This is an optimization exercise on Yosys and OpenROAD, whose aim is small area and a short achievable clock period, not a production implementation. Function was checked by simulation only, so behaviour that the tests miss may differ from the original.

`flow/design.v`:
```
package dctPkg;
  localparam int SAMPLE_W = 8;
  localparam int STAGE_W  = 10;
  localparam int COL_W    = 12;
  localparam int OUT_W    = 14;
endpackage
module coefRom (
  input  logic [2:0]        k,
  input  logic [1:0]        n,
  output logic signed [8:0] c
);
  always_comb begin
    case ({k, n})
      5'o00: c =  9'sd181;  5'o01: c =  9'sd181;  5'o02: c =  9'sd181;  5'o03: c =  9'sd181;
      5'o04: c =  9'sd251;  5'o05: c =  9'sd213;  5'o06: c =  9'sd142;  5'o07: c =  9'sd50;
      5'o10: c =  9'sd237;  5'o11: c =  9'sd98;   5'o12: c = -9'sd98;   5'o13: c = -9'sd237;
      5'o14: c =  9'sd213;  5'o15: c = -9'sd50;   5'o16: c = -9'sd251;  5'o17: c = -9'sd142;
      5'o20: c =  9'sd181;  5'o21: c = -9'sd181;  5'o22: c = -9'sd181;  5'o23: c =  9'sd181;
      5'o24: c =  9'sd142;  5'o25: c = -9'sd251;  5'o26: c =  9'sd50;   5'o27: c =  9'sd213;
      5'o30: c =  9'sd98;   5'o31: c = -9'sd237;  5'o32: c =  9'sd237;  5'o33: c = -9'sd98;
      5'o34: c =  9'sd50;   5'o35: c = -9'sd142;  5'o36: c =  9'sd213;  5'o37: c = -9'sd251;
      default: c = '0;
    endcase
  end
endmodule
module dctPass #(
  parameter int IN_W  = 8,
  parameter int OUT_W = 10,
  parameter bit GAPS  = 1
) (
  input  logic                    clk,
  input  logic                    rst_n,
  input  logic signed [IN_W-1:0]  inData,
  input  logic                    inValid,
  output logic signed [OUT_W-1:0] outData,
  output logic                    outValid
);
  localparam int E_W    = IN_W + 1;
  localparam int PROD_W = E_W + 9;
  localparam int RND_W  = PROD_W - 9;
  logic signed [IN_W-1:0]   lineBuf [7];
  logic signed [IN_W-1:0]   hold    [8];
  logic [2:0]               inCnt;
  logic                     groupDone;
  logic                     emit;
  logic [2:0]               kCnt;
  logic [2:0]               k1;
  logic                     v1, v2;
  logic signed [E_W-1:0]    opReg   [4];
  logic signed [8:0]        coef    [4];
  logic signed [PROD_W-1:0] rawProd [4];
  logic signed [RND_W-1:0]  prodReg [4];
  logic signed [OUT_W-1:0]  accSum;
  assign groupDone = inValid && (inCnt == 3'd7);
  always_ff @(posedge clk or negedge rst_n) begin
    if (!rst_n) begin
      inCnt <= '0;
    end else if (inValid) begin
      inCnt <= inCnt + 3'd1;
    end
  end
  always_ff @(posedge clk) begin
    if (inValid || !GAPS) begin
      lineBuf[0] <= inData;
      for (int i = 1; i < 7; i++) lineBuf[i] <= lineBuf[i-1];
    end
  end
  always_ff @(posedge clk) begin
    if (groupDone) begin
      for (int n = 0; n < 7; n++) hold[n] <= lineBuf[6-n];
      hold[7] <= inData;
    end
  end
  always_ff @(posedge clk or negedge rst_n) begin
    if (!rst_n) begin
      emit <= 1'b0;
      kCnt <= '0;
      v1   <= 1'b0;
      v2   <= 1'b0;
      outValid <= 1'b0;
    end else begin
      if (groupDone) begin
        emit <= 1'b1;
        kCnt <= '0;
      end else if (emit) begin
        kCnt <= kCnt + 3'd1;
        if (kCnt == 3'd7) emit <= 1'b0;
      end
      v1       <= emit;
      v2       <= v1;
      outValid <= v2;
    end
  end
  always_ff @(posedge clk) begin
    k1 <= kCnt;
    for (int n = 0; n < 4; n++) begin
      opReg[n] <= kCnt[0] ? E_W'(hold[n]) - E_W'(hold[7-n])
                          : E_W'(hold[n]) + E_W'(hold[7-n]);
    end
  end
  for (genvar n = 0; n < 4; n++) begin : g_lane
    coefRom rom (.k(k1), .n(2'(n)), .c(coef[n]));
    assign rawProd[n] = PROD_W'(coef[n]) * PROD_W'(opReg[n]) + PROD_W'(256);
  end
  always_ff @(posedge clk) begin
    for (int n = 0; n < 4; n++) prodReg[n] <= rawProd[n][PROD_W-1:9];
  end
  always_comb begin
    accSum = '0;
    for (int n = 0; n < 4; n++) accSum = accSum + OUT_W'(prodReg[n]);
  end
  always_ff @(posedge clk) begin
    outData <= accSum;
  end
endmodule
module transposeBuffer #(
  parameter int W = 10
) (
  input  logic                clk,
  input  logic                rst_n,
  input  logic signed [W-1:0] wrData,
  input  logic                wrValid,
  output logic signed [W-1:0] rdData,
  output logic                rdValid
);
  logic signed [W-1:0] mem [64];
  logic [5:0]          wrPtr;
  logic                wrPar;
  logic [5:0]          rdPtr;
  logic                rdPar;
  logic                rdActive;
  logic [5:0]          wrAddr;
  logic [5:0]          rdAddr;
  logic                wrLast;
  assign wrLast = wrValid && (wrPtr == 6'd63);
  assign wrAddr = wrPar ? {wrPtr[2:0], wrPtr[5:3]} : wrPtr;
  assign rdAddr = rdPar ? rdPtr : {rdPtr[2:0], rdPtr[5:3]};
  always_ff @(posedge clk or negedge rst_n) begin
    if (!rst_n) begin
      wrPtr    <= '0;
      wrPar    <= 1'b0;
      rdPtr    <= '0;
      rdPar    <= 1'b0;
      rdActive <= 1'b0;
      rdValid  <= 1'b0;
    end else begin
      if (wrValid) begin
        wrPtr <= wrPtr + 6'd1;
        if (wrLast) wrPar <= ~wrPar;
      end
      if (wrLast) begin
        rdActive <= 1'b1;
        rdPtr    <= '0;
        rdPar    <= wrPar;
      end else if (rdActive) begin
        rdPtr <= rdPtr + 6'd1;
        if (rdPtr == 6'd63) rdActive <= 1'b0;
      end
      rdValid <= rdActive;
    end
  end
  always_ff @(posedge clk) begin
    if (wrValid) mem[wrAddr] <= wrData;
  end
  logic [63:0] rdSel;
  logic [W-1:0] rdOr;
  always_comb begin
    rdSel = '0;
    rdSel[rdAddr] = 1'b1;
    rdOr = '0;
    for (int i = 0; i < 64; i++) rdOr = rdOr | ({W{rdSel[i]}} & mem[i]);
  end
  always_ff @(posedge clk) begin
    rdData <= rdOr;
  end
endmodule
module dct2d (
  input  logic              clk,
  input  logic              rst_n,
  input  logic              x_valid,
  input  logic signed [7:0] x_data,
  output logic              y_valid,
  output logic signed [13:0] y_data
);
  logic                                xValid;
  logic signed [dctPkg::SAMPLE_W-1:0]  xData;
  logic signed [dctPkg::STAGE_W-1:0]   rowData;
  logic                                rowValid;
  logic signed [dctPkg::STAGE_W-1:0]   colIn;
  logic                                colInValid;
  logic signed [dctPkg::COL_W-1:0]     colData;
  always_ff @(posedge clk or negedge rst_n) begin
    if (!rst_n) xValid <= 1'b0;
    else        xValid <= x_valid;
  end
  always_ff @(posedge clk) begin
    xData <= x_data;
  end
  dctPass #(
    .IN_W  (dctPkg::SAMPLE_W),
    .OUT_W (dctPkg::STAGE_W),
    .GAPS  (1'b1)
  ) rowPass (
    .clk      (clk),
    .rst_n    (rst_n),
    .inData   (xData),
    .inValid  (xValid),
    .outData  (rowData),
    .outValid (rowValid)
  );
  transposeBuffer #(
    .W (dctPkg::STAGE_W)
  ) tBuf (
    .clk     (clk),
    .rst_n   (rst_n),
    .wrData  (rowData),
    .wrValid (rowValid),
    .rdData  (colIn),
    .rdValid (colInValid)
  );
  dctPass #(
    .IN_W  (dctPkg::STAGE_W),
    .OUT_W (dctPkg::COL_W),
    .GAPS  (1'b0)
  ) colPass (
    .clk      (clk),
    .rst_n    (rst_n),
    .inData   (colIn),
    .inValid  (colInValid),
    .outData  (colData),
    .outValid (y_valid)
  );
  assign y_data = dctPkg::OUT_W'(colData);
endmodule
```
`flow/run.sh`:
```
#!/bin/bash
# synth_recipe.tcl (not shown) runs the flow's synth.tcl, then flattens the netlist and writes it again
# the make line also repeats each setting of config.mk as NAME=value (left out here)
make -C /OpenROAD-flow-scripts/flow DESIGN_CONFIG=/design/flow/config.mk WORK_HOME=/design/flow/orfs CLKGATE_MAP_FILE= SYNTH_SCRIPT=/design/flow/synth_recipe.tcl finish
```
`flow/constraint.sdc`:
```
create_clock -name core_clock -period 7.0 [get_ports {clk}]
set_input_delay 1.4000 -clock core_clock [delete_from_list [all_inputs] [get_ports {clk}]]
set_output_delay 1.4000 -clock core_clock [all_outputs]
set_load 0.01 [all_outputs]
```
`flow/config.mk`:
```
export PLATFORM = sky130hd
export DESIGN_NAME = dct2d
export DESIGN_NICKNAME = dct2d
export VERILOG_FILES = /design/flow/design.v
export SDC_FILE = /design/flow/constraint.sdc
export NUM_CORES = 4
export LEC_CHECK = 0
export CAP_MARGIN = 20
export CORE_MARGIN = 2
export CORE_UTILIZATION = 45
export SLEW_MARGIN = 20
```
==> results.txt <==
final setup margin -> 1.07 ns
WP depth -> 20
asr flop ratio synth -> 3.05%
# port buffers -> 25
num rows -> 143
Core Area -> 152000 µm²
Final Hold Viols -> 0
final setup violating endpoints -> 0
Root Buffer -> clkbuf_16
Area Overhead vs Synth -> 11.3%
Slew headroom -> 20.5%
reg2reg start -> colPass.coef[3][1]
first-pass GRT wire length -> 277000 µm
Clock Sinks -> 1215
I/O Pins -> 26
minimum clock period -> 5.93 ns
gr usage total -> 23.5%
Antenna Violating Nets Remaining -> 0
RSZ-0062 raised after global routing -> false
synthesized area per cell -> 12.2 µm²
Fmax achieved -> 169 MHz
largest net degree at the start of global routing -> 69
EDFF count, synth -> 840
Die ar. -> 157000 µm²
Worst EP required -> 7.63 ns
fin crit share -> 84.8%
hold depth -> 0
initial drt markers -> 4264
Reg2Reg Setup Slack -> 1.07 ns
CTS max path bufs -> 3
fin nets -> 6830
Worst Setup End Kind -> register
total CTS buffers -> 132
DRC -> 0
top-area cell type share of the netlist area -> 36.5%
initial antenna violation count -> 7
register area share after synthesis -> 47.6%
critical path class -> reg -> reg
Vias/cell -> 5.49
leading area contributor after synthesis -> edfxtp_1
later-pin clock latency in the skew report -> 0.76 ns
top-count cell post-synth -> edfxtp_1
die height -> 396 µm
Critical Path Start Type -> register
synth unique cells -> 95
H-tree Lvls -> 4
HP Start -> colPass.v1
drt total wl -> 183000 µm
Cell Area, Synth -> 69200 µm²
Starting Density -> 45.4%
crit-path cells -> buf_4 -> nand2_1 -> fa_1 -> inv_1 -> fa_1 -> inv_1 -> fa_1 -> inv_1 -> fa_1 -> inv_1 -> fa_1 -> inv_1 -> ha_1 -> a21boi_0 -> o41ai_1 -> nand4b_1 -> a31oi_1 -> or4_1 -> a31oi_1 -> xnor2_1
Synth Register Bits -> 1215
Hold Buf Count CTS -> 0
max cap viols -> 0
pre-CTS setup slack -> 1.04 ns
Slew Limit Fails -> 0
Critical R2R Capture -> colPass.prodReg[3][10]
crit path DAT -> 6.57 ns
CTS tree -> done
Hold Path End -> colPass.v2
worst r2r path cells -> 20
register clock-pin slew on the reported worst setup and hold paths -> 0.06 ns
setup_tns -> 0 ns
Clock Skew -> 0.0592 ns
Hold Crit Class -> reg -> reg
Tightest Pin Transition -> 1.19 ns
vias in the first global route -> 44100
GP Congestion -> 0.987
Wirelength per Cell -> 23.1 µm
syn_nets -> 6716
YS warnings -> 27
share of layout cells above drive strength 1 -> 7.34%
Fin Hold WS -> 0.344 ns
Top FF cell, synth -> edfxtp_1
worst path bufs/invs -> 6
synth top area cells -> edfxtp_1, fa_1, dfxtp_1, ha_1, inv_1
length of the first detailed-routing pass in iterations -> 6
post-cts resize count -> 0
grt ovf -> 0
Syn Inst Count -> 5650
Die W -> 396 µm
status -> no timing/DRC/antenna violations
top cell family by delay on the critical path -> adder cells
top post-synthesis cells by count -> edfxtp_1, inv_1, fa_1, nand2_1, ha_1
HPWL Detailed -> 134000 µm
post-CTS setup buffer count -> 0
maximum fanout along the worst path -> 14
critical path's slowest cell -> o41ai_1
Max stage delay on crit path -> 0.60 ns
vias -> 43400
stage by stage:
stage	utilization [%]	instance area, µm²	std cells
after floorplan	-	69200	5650
after global placement	47.6	72400	7657
after detailed placement	47.6	72400	7657
after CTS	50.6	77000	7900
after global routing	50.6	77000	7903
final	50.6	77000	7906
registers in the layout (all words and copies together) (netlist names), 34 cells and up:
| signal | count |
|---|---|
| colPass.opReg | 44 |
| rowPass.hold | 64 |
| colPass.prodReg | 44 |
| rowPass.prodReg | 36 |
| colPass.lineBuf | 70 |
| colPass.coef | 34 |
| rowPass.lineBuf | 56 |
| tBuf.mem | 640 |
| rowPass.opReg | 36 |
| colPass.hold | 80 |
| rowPass.coef | 34 |
routing by layer:
| layer | track usage (%) | wire length [µm] | up-vias | share of wire (%) |
|---|---|---|---|---|
| met1 | 32.1 | 75200 | 21600 | 41 |
| met2 | 36.9 | 83000 | 1937 | 45 |
| met3 | 5.01 | 16600 | 429 | 9.1 |
| li1 | - | - | 19400 | - |
| met4 | 9.08 | 7850 | 4 | 4.3 |
| met5 | 0 | 26 | - | 0.014 |
how the worst max path moves through the flow:
stage               slack [ns]                      to               start
finish                    1.07  colPass.prodReg[3][10]  colPass.coef[3][1]
global route              0.70  colPass.prodReg[3][10]  colPass.coef[3][1]
CTS                       0.99  colPass.prodReg[3][10]  colPass.coef[3][1]
detailed placement        1.04  colPass.prodReg[3][10]  colPass.coef[3][1]
global placement          1.03  colPass.prodReg[3][10]  colPass.coef[3][1]
floorplan                 1.58  colPass.prodReg[1][10]  colPass.coef[1][0]
area by class of cell:
| class | count | area [µm²] |
|---|---|---|
| fill | 13200 | 75200 |
| sequential | 1215 | 32900 |
| multi-input combinational | 3506 | 32900 |
| clock buffer | 180 | 3710 |
| inverter | 756 | 2840 |
| tap | 2030 | 2540 |
| timing repair buffer | 153 | 1220 |
| clock inverter | 63 | 846 |
| antenna | 3 | 7.51 |
worst register-to-register path, delay by kind of cell, from the launching register on:
family / cells / cell delay, ns
compound gates: 4 / 1.13
simple gates: 3 / 0.76
xor+xnor: 1 / 0.13
buf+inv: 6 / 0.51
fa+ha+maj: 6 / 2.77
flops: 1 / 0.51
logic make-up after synthesis:
logic type / count (synthesis) / synth area share, %
buffers and inverters: 929 / 5.13
xor gates and xnor gates: 263 / 3.35
muxes: 49 / 0.738
and+or+nand+nor: 1478 / 10.7
adders and majority gates: 1055 / 25.8
AOI/OAI and AO/OA: 661 / 6.76
DFF: 1215 / 47.6
layout by cell type, fill, tap and decap left out, drive strengths merged, types with 99 or more instances in the layout:
cell / instances
a21oi: 152
a22oi: 126
and2: 274
buf: 129
clkbuf: 180
dfxtp: 338
edfxtp: 840
fa: 618
ha: 437
inv: 759
nand2: 486
nor2: 269
nor3: 99
xnor2: 193

port drivers added, routing unchanged:
How much do the figures lean on ideal ports? The routed layout below was timed once more, with nothing changed but the port constraints.
Step 1, drivers: a clkbuf_16 drives clk and a buf_2 each remaining input, both assumed.
Step 2 moves the port delays by t, midway between the first and last clock arrival at a register: inputs arrive t later, outputs are due t later. That takes back most of the time a late clock gives input paths.
Slacks: no drivers / after step 1 / after step 2; pairs: no drivers / after step 1.
shift t [ns]: 0.834
setup WS [ns]: 1.067 / 1.067 / 1.067
worst register clock-pin slew, ns: 0.07 / 0.07
After both steps setup and hold are still met in this run. The setup slack of this run moves by 0.000 ns with the drivers and by 0.000 ns with both steps.
